From an optimization exercise on the open Yosys and OpenROAD flow, aimed at small area, a short achievable clock period and few clock cycles per item; shortcuts taken in it are not production practice. In this exercise RTL edits were held to simulation tests only and were not proved equivalent to the original. No activity file was given, so power comes from the tool's default toggle rates.

== job 8706 ==
// fp_mul_arbiter
module fp_mul_arbiter #(
   parameter int unsigned CALC_CYCLES = 1
) (
   input  logic        clk,
   input  logic        rst,
   input  logic        req0_valid,
   input  logic        req1_valid,
   output logic        req0_ready,
   output logic        req1_ready,
   input  logic [31:0] req0_a,
   input  logic [31:0] req0_b,
   input  logic [31:0] req1_a,
   input  logic [31:0] req1_b,
   output logic        rsp_valid,
   input  logic        rsp_ready,
   output logic        rsp_id,
   output logic [31:0] rsp_data,
   output logic        busy
);
export LEC_CHECK = 0
export CAP_MARGIN = 20
export CORE_MARGIN = 2
export CORE_UTILIZATION = 50
export CTS_BUF_LIST = sky130_fd_sc_hd__clkbuf_8
export SETUP_SLACK_MARGIN = 5
export SLEW_MARGIN = 20
export SYNTH_HIERARCHICAL = 1
create_clock -name core_clock -period 11.0 [get_ports {clk}]
standard.sh (not shown) runs the stock make flow with config.mk's settings and CLKGATE_MAP_FILE= SYNTH_SCRIPT=/design/flow/synth_recipe.tcl, a recipe that flattens the netlist after the stock synthesis.
==> flow/flow/run.sh <==
#!/bin/bash
set -euo pipefail
bash standard.sh "BUFFER_PORTS_ARGS=-buffer_cell sky130_fd_sc_hd__buf_1" SETUP_SLACK_MARGIN=6.0 \
  "CTS_ARGS=-sink_clustering_enable -repair_clock_nets -buf_list sky130_fd_sc_hd__clkbuf_8 -dont_use_dummy_load" \
  finish > make.log 2>&1
Testbench counts of job 8706, summed over its fixed seeds: cycles 3,224, items 3,200.
> inputs changed (job 8706 -> job 2605)
Settings: a deleted CTS_BUF_LIST that had been sky130_fd_sc_hd__clkbuf_8; an added PLACE_DENSITY of 0.75; a change of CORE_UTILIZATION from 50 to 55.
==> flow/flow/run.sh <==
#!/bin/bash
set -euo pipefail
bash standard.sh "BUFFER_PORTS_ARGS=-buffer_cell sky130_fd_sc_hd__buf_1" SETUP_SLACK_MARGIN=6.0 finish > make.log 2>&1
==> summary.txt <==
Job 2605 was carried through to the last stage, and its layout satisfied the timing, design-rule and antenna checks. Summary — global routing usage summed across all routing layers, job 2605 relative to job 8706: higher, by 1.1 points. Comparing fmax for job 8706 and job 2605, the smaller number came from job 2605. Re met1 track demand over resource in global routing: job 8706 and job 2605 aren't equal, and the lower value belongs to job 2605.
The following lists how job 546 was set up differently from job 2605:
Settings: clearing PLACE_DENSITY, which used to be 0.75.
==> flow/flow/run.sh <==
#!/bin/bash
set -euo pipefail
bash standard.sh "BUFFER_PORTS_ARGS=-buffer_cell sky130_fd_sc_hd__buf_1" SETUP_SLACK_MARGIN=5.7 finish > make.log 2>&1
==> comparison <==
On power, the lower figure sits with job 546, not job 2605. From job 2605 to job 546 the numbers moved as follows: non-clock buffer count has decreased; global routing usage summed across all routing layers has increased. Job 546 ended with less utilization than job 2605. The sequential cell count on job 2605 is in line with that on job 546. Combinational cell fraction of total power for job 546 is lower than for job 2605.
Here is what was changed in the inputs of job 4579 compared with job 546.
Settings: CTS_BUF_LIST now sky130_fd_sc_hd__clkbuf_8, previously not set; CORE_UTILIZATION now 50, was 55.
==> flow/flow/run.sh <==
#!/bin/bash
set -euo pipefail
bash standard.sh "BUFFER_PORTS_ARGS=-buffer_cell sky130_fd_sc_hd__buf_1" SETUP_SLACK_MARGIN=6.0 finish > make.log 2>&1
==> comparison <==
Job 4579 | stages: all done | timing, DRC, antenna: all pass. Of job 4579 and job 546, the run reporting the higher clock power was job 546. Of the two values seen for slowest stage cell on the critical path, sky130_fd_sc_hd__a221oi_1 was produced by job 546 and sky130_fd_sc_hd__a221oi_2 by job 4579. The final reports for job 4579 and job 546 show instance count on the critical path lower in the former. The final reports for job 4579 and job 546 show largest incremental delay on the critical path lower in the former. Summary of job 4579 over job 546: worst setup margin higher; total wirelength of the detailed-routed design -1400 um; total number of vias fell 178; fmax climbed 5.1%. The run showing the smaller non-clock buffer count is job 546. In the flow results for job 4579 and job 546, the proportion of cell area occupied by multi-input gates is smaller on job 4579. Power of job 4579 exceeds that of job 546 slightly.
What job 4407 does differently from job 4579 at the input level:
Settings: removing CTS_BUF_LIST (formerly sky130_fd_sc_hd__clkbuf_8).
### Flow results
On job 4407: design area is about 0.8% higher than what job 4579 gave.
Job 4579 → job 4407: fill cell total of the finished layout moved down; combinational power has remained practically unchanged; hold slack moved down.
| routing usage on met2 | job 4407 vs job 4579 | 0.21 points lower |
Maximum number of pins on one net before global-route repair came out exactly the same in job 4579 and job 4407.
Summary — number of gates resized after cts, job 4407 relative to job 4579: higher, by 1.
Cmp job 4407 vs job 4579: part of the total power dissipated in combinational logic lower in job 4407
Input changes introduced in job 669 (baseline for comparison: job 4407):
Settings: CORE_UTILIZATION now 55, was 50; CTS_BUF_LIST now sky130_fd_sc_hd__clkbuf_8, previously not set.
==> flow/flow/run.sh <==
#!/bin/bash
set -euo pipefail
bash standard.sh "BUFFER_PORTS_ARGS=-buffer_cell sky130_fd_sc_hd__buf_1" SETUP_SLACK_MARGIN=6.0 \
  "CTS_ARGS=-sink_clustering_enable -repair_clock_nets -buf_list sky130_fd_sc_hd__clkbuf_8 -dont_use_dummy_load" \
  finish > make.log 2>&1
[job 669] detailed-route vias per instance rose about 2.3% relative to job 4407. [compare] base=job 4407 new=job 669: final critical-path setup slack lost 0.061 ns, worst slack on hold paths lost 0.018 ns.

* * *

## run 1
Starting RTL as in the previous note.
Settings: LEC_CHECK=0, CAP_MARGIN=20, CORE_MARGIN=2, CORE_UTILIZATION=55, SETUP_SLACK_MARGIN=5, SLEW_MARGIN=20, SYNTH_HIERARCHICAL=1; clock period 11.0 ns.
==> flow/flow/run.sh <==
#!/bin/bash
set -euo pipefail
bash standard.sh "BUFFER_PORTS_ARGS=-buffer_cell sky130_fd_sc_hd__buf_1" SETUP_SLACK_MARGIN=6.2 finish > make.log 2>&1
Testbench counts of run 1, summed over its fixed seeds: cycles 3,224, items 3,200.
Here is what was changed in the inputs of run 2 compared with run 1.
==> flow/flow/run.sh <==
#!/bin/bash
set -euo pipefail
bash standard.sh "BUFFER_PORTS_ARGS=-buffer_cell sky130_fd_sc_hd__buf_1" SETUP_SLACK_MARGIN=6.0 finish > make.log 2>&1
Results
The higher post-CTS setup repair buffer count of run 2 and run 1 is in run 1. Run 2 — first-iteration DRC count 442 lower, run 1 as reference. Diff run 1..run 2 | flip-flop and latch count | unchanged. Run 2 vs run 1, normalized max-slew margin went down by 3.3 points. Run 2 against run 1: delay of the slowest cell on the worst path fell 0.03 ns; cell area after layout fell about 4%.
Changes in run 3 relative to run 2:
Settings: putting CTS_BUF_LIST at sky130_fd_sc_hd__clkbuf_8 where nothing was set.
Findings:
- First-pass GRT wire length: run 2 vs run 3 — no meaningful difference
- Diff run 2 -> run 3: area of all placed cells without fillers fell 220 µm², least setup slack across all paths after layout increased 0.0071 ns, sequential share of layout area moved up.
- ~same hold slack in run 3 and run 2
- Relative to run 2, relative contribution of combinational cells to total power increased by 1.3 points in run 3.
- Run 3: all stages complete, timing, DRC and antenna checks passed
- Run 2 has higher share of total power in the clock network than run 3.
- Going from run 2 to run 3, post-route minimum period shrinks by 0.0071 ns.
- Delta (run 3 minus run 2): met2 demand-to-capacity share in global routing comparable; worst slew margin relative to its limit grew by 0.25 points; layout inverter count without the clock tree shows no meaningful change.

* * *

Setup of run A:
Another version of the RTL of fp_mul_arbiter (not shown whole).
Size in the first run: roughly 2,500 cells after synthesis, roughly 170 flip-flops, roughly 170 I/O pins.
==> flow/config.mk <==
export PLATFORM = sky130hd
export DESIGN_NAME = fp_mul_arbiter
export DESIGN_NICKNAME = fp_mul_arbiter
export VERILOG_FILES = /design/flow/design.v
export SDC_FILE = /design/flow/constraint.sdc
export NUM_CORES = 4
export LEC_CHECK = 0
export CAP_MARGIN = 20
export CORE_MARGIN = 2
export CORE_UTILIZATION = 55
export CTS_CLUSTER_DIAMETER = 100
export CTS_CLUSTER_SIZE = 40
export SETUP_SLACK_MARGIN = 5
export SLEW_MARGIN = 20
export SYNTH_HIERARCHICAL = 1
==> flow/constraint.sdc <==
create_clock -name core_clock -period 11.0 [get_ports {clk}]
set_input_delay 2.2000 -clock core_clock [delete_from_list [all_inputs] [get_ports {clk}]]
set_output_delay 2.2000 -clock core_clock [all_outputs]
set_load 0.01 [all_outputs]
==> flow/flow/run.sh <==
#!/bin/bash
set -euo pipefail
bash standard.sh "BUFFER_PORTS_ARGS=-buffer_cell sky130_fd_sc_hd__buf_1" SETUP_SLACK_MARGIN=5.7 finish > make.log 2>&1
Testbench counts of run A, summed over its fixed seeds: cycles 3,224, items 3,200.
--- input diff run A..run B ---
# run A
export LEC_CHECK = 0
export CAP_MARGIN = 20
export CORE_MARGIN = 2
export CORE_UTILIZATION = 55
export CTS_CLUSTER_DIAMETER = 100
export CTS_CLUSTER_SIZE = 40
export SETUP_SLACK_MARGIN = 5
export SLEW_MARGIN = 20
export SYNTH_HIERARCHICAL = 1
create_clock -name core_clock -period 11.0 [get_ports {clk}]
# run B
export LEC_CHECK = 0
export CAP_MARGIN = 20
export CORE_MARGIN = 2
export CORE_UTILIZATION = 60
export SETUP_SLACK_MARGIN = 5
export SLEW_MARGIN = 20
export SYNTH_HIERARCHICAL = 1
create_clock -name core_clock -period 11.0 [get_ports {clk}]
### Flow results
From run B to run A, antenna cell count did not move at all.
Diff run B and run A: overall die area higher in run A
Worst hold slack across all endpoints (run B over run A): increase, 0.0050 ns
Summary of run B over run A: sequential cell count essentially unchanged; worst path arrival time -2.41 ns; total number of placement rows -4; number of logic stages on the critical path including buffering down 10.
## Diff of input files: run C against run B
# run B
export LEC_CHECK = 0
export CAP_MARGIN = 20
export CORE_MARGIN = 2
export CORE_UTILIZATION = 60
export SETUP_SLACK_MARGIN = 5
export SLEW_MARGIN = 20
export SYNTH_HIERARCHICAL = 1
create_clock -name core_clock -period 11.0 [get_ports {clk}]
# run C
export LEC_CHECK = 0
export CAP_MARGIN = 20
export CORE_MARGIN = 2
export CORE_UTILIZATION = 55
export SETUP_SLACK_MARGIN = 5
export SLEW_MARGIN = 20
export SYNTH_HIERARCHICAL = 1
create_clock -name core_clock -period 11.0 [get_ports {clk}]
==> flow/flow/run.sh <==
#!/bin/bash
set -euo pipefail
bash standard.sh "BUFFER_PORTS_ARGS=-buffer_cell sky130_fd_sc_hd__buf_1" SETUP_SLACK_MARGIN=5.9 finish > make.log 2>&1
--- outcome ---
Changes observed in run C relative to run B: length in cells of the worst reg-to-reg path increased 3; ratio of final minimum period to clock period decreased 1.1 points; clock network latency to the later pin of the worst-skew pair increased 0.02 ns; area enclosed by the die boundary increased 8.9%.
The following lists how run D was set up differently from run C:
==> flow/flow/run.sh <==
#!/bin/bash
set -euo pipefail
bash standard.sh "BUFFER_PORTS_ARGS=-buffer_cell sky130_fd_sc_hd__buf_1" SETUP_SLACK_MARGIN=5.7 finish > make.log 2>&1
Total power density per cell area (higher): run C. NOTE total routed wire length on the met1 layer run C->run D decreased by a few percent. Diff run C -> run D: met1 capacity usage during global routing now sits lower, period utilization now sits higher. Diff run D..run C | wire length of the first global-routing pass | negligible. Run D vs run C on highest net fanout along the worst path: run D is the higher one. [compare] base=run C new=run D: via count of the first global-routing pass now sits at about the same level, final hold slack moved up. Looking at cell with the largest stage delay on the worst path, the sky130_fd_sc_hd__nor2b_4 result is from run C; the sky130_fd_sc_hd__or4_4 one comes from run D. The area overhead of the layout relative to synthesis in run D was lower than what run C gave.
Input changes introduced in run E (baseline for comparison: run D):
# run D
export LEC_CHECK = 0
export CAP_MARGIN = 20
export CORE_MARGIN = 2
export CORE_UTILIZATION = 55
export SETUP_SLACK_MARGIN = 5
export SLEW_MARGIN = 20
export SYNTH_HIERARCHICAL = 1
create_clock -name core_clock -period 11.0 [get_ports {clk}]
# run E
export LEC_CHECK = 0
export CAP_MARGIN = 20
export CORE_MARGIN = 2
export CORE_UTILIZATION = 55
export PLACE_DENSITY = 0.75
export SETUP_SLACK_MARGIN = 5
export SLEW_MARGIN = 20
export SYNTH_HIERARCHICAL = 1
create_clock -name core_clock -period 11.0 [get_ports {clk}]
Findings:
- The lower global-route wire length before repair of run E and run D is in run E.
- In terms of final cell count, run D and run E differ only marginally.
- STATUS power: run E loses against run D
- On sequential share of layout area, run E and run D are basically level.
### run E -> run F
# run E
export LEC_CHECK = 0
export CAP_MARGIN = 20
export CORE_MARGIN = 2
export CORE_UTILIZATION = 55
export PLACE_DENSITY = 0.75
export SETUP_SLACK_MARGIN = 5
export SLEW_MARGIN = 20
export SYNTH_HIERARCHICAL = 1
create_clock -name core_clock -period 11.0 [get_ports {clk}]
# run F
export LEC_CHECK = 0
export CAP_MARGIN = 20
export CORE_MARGIN = 2
export CORE_UTILIZATION = 55
export SETUP_SLACK_MARGIN = 5
export SLEW_MARGIN = 20
export SYNTH_HIERARCHICAL = 1
create_clock -name core_clock -period 11.0 [get_ports {clk}]
==> comparison <==
Compared to run E, run F has sum of routed wire length over all layers about 2% higher. Number of DRC markers in iteration 0 on run F is ahead of run E. Summary: with run E as the reference, total chip power in run F moved down slightly. On inverter count of the layout excluding clock inverters, the higher figure sits with run E, not run F. When run F is measured against run E, its post-route met1 wirelength turns out 11% higher. Between run E and run F, the difference in cell count is negligible. Run F finished all stages; the layout is clean. Summary — cell-internal power, run F relative to run E: lower, by 0.93%. Run F vs. run E: clock latency on the worst-skew pair went up by 0.03 ns.

==> static timing again, ports no longer ideal <==
The flow's constraints put no driver on any port. The routed layouts listed below were extracted and timed again, unchanged, in two steps.
Step 1 (the two cells are an assumption about what drives the block):
set clk [get_ports {clk}]
set_driving_cell -lib_cell sky130_fd_sc_hd__clkbuf_16 $clk
set_driving_cell -lib_cell sky130_fd_sc_hd__buf_2 [delete_from_list [all_inputs] $clk]
Step 2, shift: input delay + t, output delay - t, t = (earliest + latest rising clock arrival at the registers) / 2. This alone moves slack from input paths to output paths.
Slacks: ideal ports / drivers / drivers and shift; pairs: ideal ports / drivers.
run	shift t [ns]	slack for setup (ns)	worst hold slack (ns)
job 8706	0.543	6.080 / 6.046 / 5.845	0.414 / 0.414 / 0.414
job 2605	0.499	6.031 / 5.994 / 5.962	0.419 / 0.419 / 0.419
job 546	0.522	5.827 / 5.768 / 5.550	0.412 / 0.412 / 0.412
job 4579	0.558	6.078 / 6.047 / 5.823	0.425 / 0.425 / 0.425
job 4407	0.518	6.078 / 6.045 / 5.814	0.418 / 0.418 / 0.418
job 669	0.571	6.017 / 5.934 / 5.767	0.400 / 0.400 / 0.400
run 1	0.531	5.982 / 5.936 / 5.936	0.415 / 0.415 / 0.415
run 2	0.522	6.020 / 5.937 / 5.800	0.410 / 0.410 / 0.410
run 3	0.585	6.027 / 5.943 / 5.780	0.410 / 0.410 / 0.410
run A	0.552	5.855 / 5.855 / 5.630	0.415 / 0.415 / 0.415
run B	0.520	5.771 / 5.744 / 5.585	0.420 / 0.420 / 0.420
run C	0.542	5.888 / 5.862 / 5.580	0.406 / 0.406 / 0.406
run D	0.552	5.855 / 5.855 / 5.630	0.415 / 0.415 / 0.415
run E	0.514	5.824 / 5.824 / 5.481	0.418 / 0.418 / 0.418
run F	0.552	5.855 / 5.855 / 5.630	0.415 / 0.415 / 0.415
After both steps setup and hold are still met in every run listed. For run E, which loses most, drivers alone change the setup slack by 0.000 ns; drivers and shift together by -0.343 ns.
